Source: an optimization exercise on an open RTL-to-GDS flow (aim: small area). Production flows keep margins and buffers that such runs may drop. In this exercise RTL edits were held to simulation tests only and were not proved equivalent to the original. Power and IR drop assume default switching activity.

[flow/config.mk]
export PLATFORM = sky130hd
export DESIGN_NAME = ebvc_top
export DESIGN_NICKNAME = ebvc_top
export VERILOG_FILES = /design/flow/design.v
export SDC_FILE = /design/flow/constraint.sdc
export NUM_CORES = 4
export LEC_CHECK = 0
export CAP_MARGIN = 20
export CORE_MARGIN = 2
export CORE_UTILIZATION = 40
export CTS_CLUSTER_DIAMETER = 100
export CTS_CLUSTER_SIZE = 30
export SLEW_MARGIN = 20
[flow/constraint.sdc]
create_clock -name core_clock -period 9.0 [get_ports {clk}]
set_input_delay 1.8000 -clock core_clock [delete_from_list [all_inputs] [get_ports {clk}]]
set_output_delay 1.8000 -clock core_clock [all_outputs]
set_load 0.01 [all_outputs]
[flow/design.v]
`default_nettype none
package ebvc_pkg;
	localparam int DATA_W    = 8;               
	localparam int ADDR_W    = 8;               
	localparam int MEM_DEPTH = 1 << ADDR_W;     
	typedef logic [DATA_W-1:0] byte_t;
	typedef logic [ADDR_W-1:0] addr_t;
endpackage
`default_nettype wire
`timescale 1ns/1ps
`default_nettype none
module ebvc_mem (
	input  logic            clk,
	input  logic [3:0]      ring_sel,       
	input  logic            we,             
	input  ebvc_pkg::byte_t wdata,
	output ebvc_pkg::byte_t tap             
);
	logic [127:0] ring [16];
	for (genvar r = 0; r < 16; r++) begin : g_ring
		always_ff @(posedge clk) begin
			ring[r] <= {ring[r][119:0], (we && (ring_sel == 4'(r))) ? wdata : ring[r][127:120]};
		end
	end
	assign tap = ring[ring_sel][127:120];
endmodule
`default_nettype wire
`timescale 1ns/1ps
`default_nettype none
module ebvc_top (
	input  logic            clk,
	input  logic            rst_n,
	input  logic            run,             
	input  logic            host_req,
	input  logic            host_we,
	input  ebvc_pkg::addr_t host_addr,
	input  ebvc_pkg::byte_t host_wdata,
	output logic            host_ack,
	output ebvc_pkg::byte_t host_rdata,
	output logic            busy,
	output ebvc_pkg::byte_t port_a,
	output logic            port_strobe
);
	localparam logic [1:0] S_IDLE  = 2'd0;
	localparam logic [1:0] S_FETCH = 2'd1;      
	localparam logic [1:0] S_EXEC  = 2'd2;      
	localparam logic [1:0] S_DATA  = 2'd3;      
	logic [1:0] st;
	logic [3:0] ph;                             
	logic [7:0] ar;                             
	logic [7:0] ir;
	logic [7:0] rx, ry, rz, ra;
	logic       cf, zf;
	logic [7:0] prt;                            
	logic [7:0] addr;
	logic       match;
	logic [7:0] tap;
	logic       mem_we;
	logic [7:0] mem_wdata;
	logic       host_go;
	assign busy       = (st != S_IDLE);
	assign addr       = !busy ? host_addr : (st == S_DATA) ? prt : ar;
	assign match      = (ph == addr[3:0]);
	assign host_go    = !busy && host_req && !host_ack && match;
	assign host_rdata = prt;
	assign port_a     = prt;
	ebvc_mem u_mem (
		.clk      (clk),
		.ring_sel (addr[7:4]),
		.we       (mem_we),
		.wdata    (mem_wdata),
		.tap      (tap)
	);
	logic is_ld, is_li, is_st, is_inz, is_dez, is_clz, is_cla, is_clc;
	logic k_add, k_sub, k_cmp, r_alu, is_jmp, is_out, is_clo, is_hlt;
	logic two, dir, taken;
	logic [1:0] sel;
	always_comb begin
		is_ld  = (ir[7:5] == 3'b000) && (ir[2:0] == 3'd1);
		is_li  = (ir[7:5] == 3'b000) && (ir[2:0] == 3'd2);
		is_st  = (ir[7:5] == 3'b000) && (ir[2:0] == 3'd3);
		is_inz = (ir == 8'h15);
		is_dez = (ir == 8'h16);
		is_clz = (ir == 8'h17);
		is_cla = (ir == 8'h1C);
		is_clc = (ir == 8'hC6);
		k_add  = (ir >= 8'h21) && (ir <= 8'h25);
		k_sub  = (ir >= 8'h36) && (ir <= 8'h3A);
		k_cmp  = (ir >= 8'hC1) && (ir <= 8'hC5);
		r_alu  = (ir >= 8'h21 && ir <= 8'h23) || (ir >= 8'h36 && ir <= 8'h38) ||
			(ir >= 8'hC3 && ir <= 8'hC5);
		is_jmp = (ir >= 8'h81) && (ir <= 8'h85);
		is_out = (ir >= 8'hF9) && (ir <= 8'hFD);
		is_clo = (ir == 8'hF9);
		is_hlt = (ir == 8'hFF);
		dir    = is_ld || is_st || ir == 8'h24 || ir == 8'h39 || ir == 8'hC1;
		two    = dir || is_li || is_jmp || ir == 8'h25 || ir == 8'h3A || ir == 8'hC2;
		case (ir)
			8'h21, 8'h36, 8'hC3, 8'hFA: sel = 2'd0;
			8'h22, 8'h37, 8'hC4, 8'hFB: sel = 2'd1;
			8'h23, 8'h38, 8'hC5, 8'hFC: sel = 2'd2;
			8'hFD:                      sel = 2'd3;
			default:                    sel = ir[4:3];
		endcase
		case (ir[2:0])
			3'd2:    taken = zf;
			3'd3:    taken = !zf;
			3'd4:    taken = cf;
			3'd5:    taken = !cf;
			default: taken = 1'b1;
		endcase
	end
	logic [7:0] src;
	always_comb begin
		case (sel)
			2'd0:    src = rx;
			2'd1:    src = ry;
			2'd2:    src = rz;
			default: src = ra;
		endcase
	end
	logic ex;
	assign ex = ((st == S_EXEC) && !dir) || ((st == S_DATA) && match);
	logic [7:0] lv;
	logic       clr;
	assign clr = busy ? (is_cla || is_clz || is_clo) : run;
	assign lv  = clr ? 8'd0 : tap;
	logic [7:0] v;
	assign v = r_alu ? src : tap;
	logic       sub;
	logic [8:0] s;
	logic       s_zero;
	assign sub    = k_sub || k_cmp;
	assign s      = {1'b0, ra} + {1'b0, v ^ {8{sub}}} + {8'd0, sub};
	assign s_zero = (s[7:0] == 8'd0);
	assign mem_we    = ((st == S_DATA) && match && is_st) || (host_go && host_we);
	assign mem_wdata = busy ? src : host_wdata;
	always_ff @(posedge clk) begin
		ph <= ph + 4'd1;
	end
	always_ff @(posedge clk) begin
		if (!rst_n) begin
			st          <= S_IDLE;
			host_ack    <= 1'b0;
			port_strobe <= 1'b0;
		end else begin
			port_strobe <= (st == S_EXEC) && is_out;
			if (host_go) begin
				host_ack <= 1'b1;
			end else if (host_ack && !host_req) begin
				host_ack <= 1'b0;
			end
			case (st)
				S_IDLE:  if (run) st <= S_FETCH;
				S_FETCH: if (match) st <= S_EXEC;
				S_EXEC: begin
					if (is_hlt)   st <= S_IDLE;
					else if (dir) st <= S_DATA;
					else if (two) st <= S_FETCH;
				end
				default: if (match) st <= S_FETCH;
			endcase
		end
	end
	always_ff @(posedge clk) begin
		if (((st == S_FETCH) && match) || ((st == S_EXEC) && !two)) ir <= tap;
		if (!busy) begin
			ar <= 8'd0;
		end else if (((st == S_FETCH) && match) || (st == S_EXEC)) begin
			ar <= ((st == S_EXEC) && is_jmp && taken) ? tap : ar + 8'd1;
		end
		if (host_go || ((st == S_EXEC) && (dir || is_out))) begin
			prt <= (busy && is_out && !is_clo) ? src : lv;
		end
		if ((!busy && run) || (ex && (is_ld || is_li) && (ir[4:3] == 2'd0))) rx <= lv;
		if ((!busy && run) || (ex && (is_ld || is_li) && (ir[4:3] == 2'd1))) ry <= lv;
		if ((!busy && run) || (ex && (is_ld || is_li) && (ir[4:3] == 2'd2)) || (ex && is_clz)) begin
			rz <= lv;
		end else if (ex && is_inz) begin
			rz <= rz + 8'd1;
		end else if (ex && is_dez) begin
			rz <= rz - 8'd1;
		end
		if ((!busy && run) || (ex && (((is_ld || is_li) && (ir[4:3] == 2'd3)) || is_cla))) begin
			ra <= lv;
		end else if (ex && (k_add || k_sub)) begin
			ra <= s[7:0];
		end
		if ((!busy && run) || (ex && (is_cla || is_clc))) begin
			cf <= 1'b0;
		end else if (ex && k_add) begin
			cf <= s[8];
		end else if (ex && k_sub) begin
			cf <= !s[8];
		end else if (ex && k_cmp) begin
			cf <= !s[8] || s_zero;
		end
		if ((!busy && run) || (ex && is_cla)) begin
			zf <= 1'b0;
		end else if (ex && (k_add || k_sub || k_cmp)) begin
			zf <= s_zero;
		end
	end
endmodule
`default_nettype wire
[flow/run.sh]
#!/bin/bash
# synth_recipe.tcl (not shown) runs the flow's synth.tcl, then flattens the netlist and writes it again
# the make line also repeats each setting of config.mk as NAME=value (left out here)
make -C /OpenROAD-flow-scripts/flow DESIGN_CONFIG=/design/flow/config.mk WORK_HOME=/design/flow/orfs CLKGATE_MAP_FILE= SYNTH_SCRIPT=/design/flow/synth_recipe.tcl finish
==> out/qor.txt <==
Final Cell Area = 52900 um2
synthesized area = 48200 um2
antenna violations before repair = 2
final max-slew violation count = 0
hold slack final = 310 ps
number of DRC markers in iteration 0 = 1278
Pwr Density = 292 nW/um2
CTS tree = yes
grt ovf = 0
crit path to = cf
ys async rst share = 0%
Synthesized Nets = 3051
Synth top area share = 85.8%
Worst Clk Skew = 40.7 ps
cells on worst reg2reg path = 25
Max VDD drop = 0.154 mV
Placed Area = 50600 um2
Area Overhead vs Synth = 9.81%
Crit Path Class = input port to flip-flop
switch share = 23.4%
Max-slew headroom = 24.3%
Final ANT Viol Nets = 0
gpl congestion = 0.852
Sequential cell area = 42800 um2
period utilisation layout = 72.2%
Reg-to-Reg Start = st[0]
Max Used Layer = met4
critical path endpoint category = flip-flop
first-pass GRT wire length = 116 mm
Max H-tree Level = 3
# IOs = 40
CP Launch Type = input port
outcome = no timing/DRC/antenna violations
via count = 19700
Hold Buf Count CTS = 0
row count = 127
Post-synth EDFFs = 48
highest clock rate = 154 MHz
met3 WL = 3.05 mm
area of the multi-input gates = 5160 um2
non-filler cells, final = 4718
Max Cap Viol = 0
syn avg cell area = 16.0 um2
P_int = 11.8 mW
nets@finish = 3130
Placed Cells = 4615
vias in the first global route = 18600
Post-route DRC = 0
port buffer count = 39
top cells by area, synth = dfxtp_1 (86%), edfxtp_1 (3.0%), a21oi_1 (1.7%)
clk slew on worst S/H paths = 100 ps
setup total negative slack = 0 ps
largest area contributor in the netlist = dfxtp_1
setup slack, reg-to-reg = 2660 ps
DRT Wirelength = 79.0 mm
TritonCTS Buffers = 83
RR Endpoint = cf
TritonCTS Sinks = 2114
wl on met1 = 39.6 mm
Min-Delay Path Class = flip-flop to flip-flop
P_sw = 3.63 mW
Setup-failing EPs final = 0
Synth Flop Type = dfxtp_1
Die Height = 351 um
Resize count post-CTS = 0
Root Buffer = clkbuf_16
crit path max fanout = 8
register area share after synthesis = 88.8%
CP startpoint = host_addr[5]
Clock power frac = 28.4%
worst path arrival time = 7060 ps
largest net degree at the start of global routing = 38
WL per Instance = 16.7 um
Unique masters post-synth = 76
Sequential Power Share = 63.3%
share of cells above drive strength 1 = 5.80%
die area = 123000 um2
Hold Fails Final Rpt = 0
Seq cells post-synth = 2114
vias per cell = 4.18
Comb pwr share = 8.3%
Pre-antenna DRT Iters = 6
Final min period = 6500 ps
yosys warns = 3
Leak = 20.6 nW
Longest Clk Path Bufs = 3
Post-DP HPWL = 53.1 mm
Filler cells = 10500
met2 wire len = 33.9 mm
Setup Fix Bufs, Post-CTS = 0
Post-Synthesis Cells = 3009
Total GRT Usage = 12.7%
clock latency (worst-skew pair) = 690 ps
WP data required = 9570 ps
Initial Utilization = 40.2%
worst-margin pin slew = 1130 ps
die width = 351 um
Core Area = 120000 um2
RSZ-0062 raised after global routing = no
[worst min path at each step]
stage,start,endpoint,slack (ps),cells after the start
after floorplan,u_mem.ring[0][92],u_mem.ring[0][100],310,0
after global placement,u_mem.ring[10][33],u_mem.ring[10][41],310,0
after detailed placement,u_mem.ring[0][105],u_mem.ring[0][113],310,0
after CTS,u_mem.ring[2][27],u_mem.ring[2][35],320,0
after global routing,u_mem.ring[2][33],u_mem.ring[2][41],310,0
final,u_mem.ring[2][27],u_mem.ring[2][35],310,0
[critical path, cell delays in order]
cell	delay (ps)
clkdlybuf4s50_1	570
nor2b_1	90
a21oi_1	410
nand2_1	430
nor2_1	660
a22o_1	230
a221oi_1	50
nand3_1	160
o22ai_1	200
mux2i_1	220
xnor2_1	140
fa_1	460
a21o_1	200
a21oi_1	220
o21bai_1	90
a21oi_1	210
nor2b_1	70
o21a_1	210
o31a_1	250
nor2_1	90
nor3_1	80
o31ai_1	110
o31ai_2	110
[cell type report]
cell class                 count  area share, %
tap                         1612           3.81
timing repair buffer          56          0.978
antenna                        1        0.00473
clock buffer                  90           4.09
clock inverter                12          0.350
multi-input combinational    806           9.74
inverter                      27          0.191
sequential                  2114           80.8
[cells by family (layout without fill, tap and decap cells)]
group / Yosys count / count (layout) / share of synthesized area, %
xor gates and xnor gates: 28 / 28 / 0.509
AOI/OAI and AO/OA: 325 / 325 / 4.25
muxes: 65 / 65 / 1.40
DFF: 2114 / 2114 / 88.8
adders and majority gates: 21 / 21 / 0.576
and+or+nand+nor: 367 / 367 / 3.62
other: 0 / 1 / 0
buffers and inverters: 89 / 185 / 0.880
[metal layers]
| layer | vias up | global-route usage (%) |
|---|---|---|
| met1 | 9386 | 18.2 |
| met2 | 335 | 19.6 |
| met4 | 0 | 4.51 |
| li1 | 9888 | - |
| met3 | 119 | 2.04 |
| met5 | - | 0 |
[cell usage after synthesis (11+ instances only)]
| master | instances |
|---|---|
| clkbuf_1 | 29 |
| mux2_2 | 15 |
| nand3_1 | 28 |
| mux2i_1 | 49 |
| nor3_1 | 15 |
| nor2_1 | 184 |
| dfxtp_1 | 2066 |
| a22oi_1 | 38 |
| nand4_1 | 11 |
| a21o_1 | 13 |
| edfxtp_1 | 48 |
| a21oi_1 | 167 |
| xnor2_1 | 20 |
| buf_2 | 12 |
| o21ai_0 | 32 |
| buf_4 | 16 |
| ha_1 | 19 |
| nand2_1 | 63 |
| inv_1 | 26 |
[state kept, by name (all words and copies together), names as in the netlist]
name and flops:
prt 8, cf 1, ra 8, ry 8, ar 8, u_mem.ring 2048
rz 8, host_ack 1, zf 1, rx 8, ph 4, ir 8
port_strobe 1, st 2
[cell usage in the layout, fill, tap and decap left out, drive strengths merged, types with 4 or more instances in the layout]
master         synthesis  final
nor2                 184    184
a21oi                168    168
o21a                   5      5
o22ai                  7      7
a221oi                 9      9
nand3b                 8      8
dfxtp               2066   2066
nor3b                  4      4
ha                    19     19
and2                   4      4
edfxtp                48     48
a22oi                 38     38
a21o                  13     13
nor3                  23     23
a22o                   9      9
clkinv                 1      7
mux2i                 49     49
mux2                  16     16
clkdlybuf4s50          0     39
or2                    8      8
clkbuf                29     90
xnor2                 20     20
o31ai                  5      5
inv                   26     32
nand2b                 5      5
o211a                  4      4
nand3                 28     28
nand4                 12     12
nor2b                  6      6
o21ai                 37     37
and3                   6      6
nor4                   6      6
buf                   33     17
xor2                   8      8
nand2                 63     63
[stage by stage]
stage	setup slack [ps]	utilization (%)	power, mW
final	2500	44.2	15.5
after global routing	2130	44.2	16.1
after CTS	2670	44.2	15.6
after detailed placement	1940	42.2	11.3
after global placement	1990	42.2	11.3
after floorplan	3510	-	10.8
[power groups by stage]
stage	Sequential [mW]	Combinational [mW]	Clock, mW
floorplan	9.94	0.858	0
global placement	10.0	1.27	0
detailed placement	10.0	1.28	0
CTS	9.80	1.28	4.54
global route	9.82	1.39	4.86
finish	9.79	1.29	4.39

## port drivers added, routing unchanged
How much do the figures lean on ideal ports? The routed layout below was timed once more, with nothing changed but the port constraints.
Step 1 sets driving cells, clkbuf_16 on the clock port and buf_2 on the other inputs (assumed; they add their load-dependent delay and slew).
Step 2 also shifts input and output timing later by t, the mid clock arrival at the registers, as if the neighbouring blocks saw the same clock.
a / b / c = ideal ports / drivers / drivers and shift; a / b = the first two.
t (ns): 0.734
setup WS [ns]: 2.503 / 2.545 / 1.811
hold WS [ns]: 0.310 / 0.310 / 0.310
worst data-port slew with drivers (ns): 0.04
cell pins on the clock port's net: 1
After both steps setup and hold are still met in this run. The setup slack of this run moves by +0.042 ns with the drivers and by -0.692 ns with both steps.
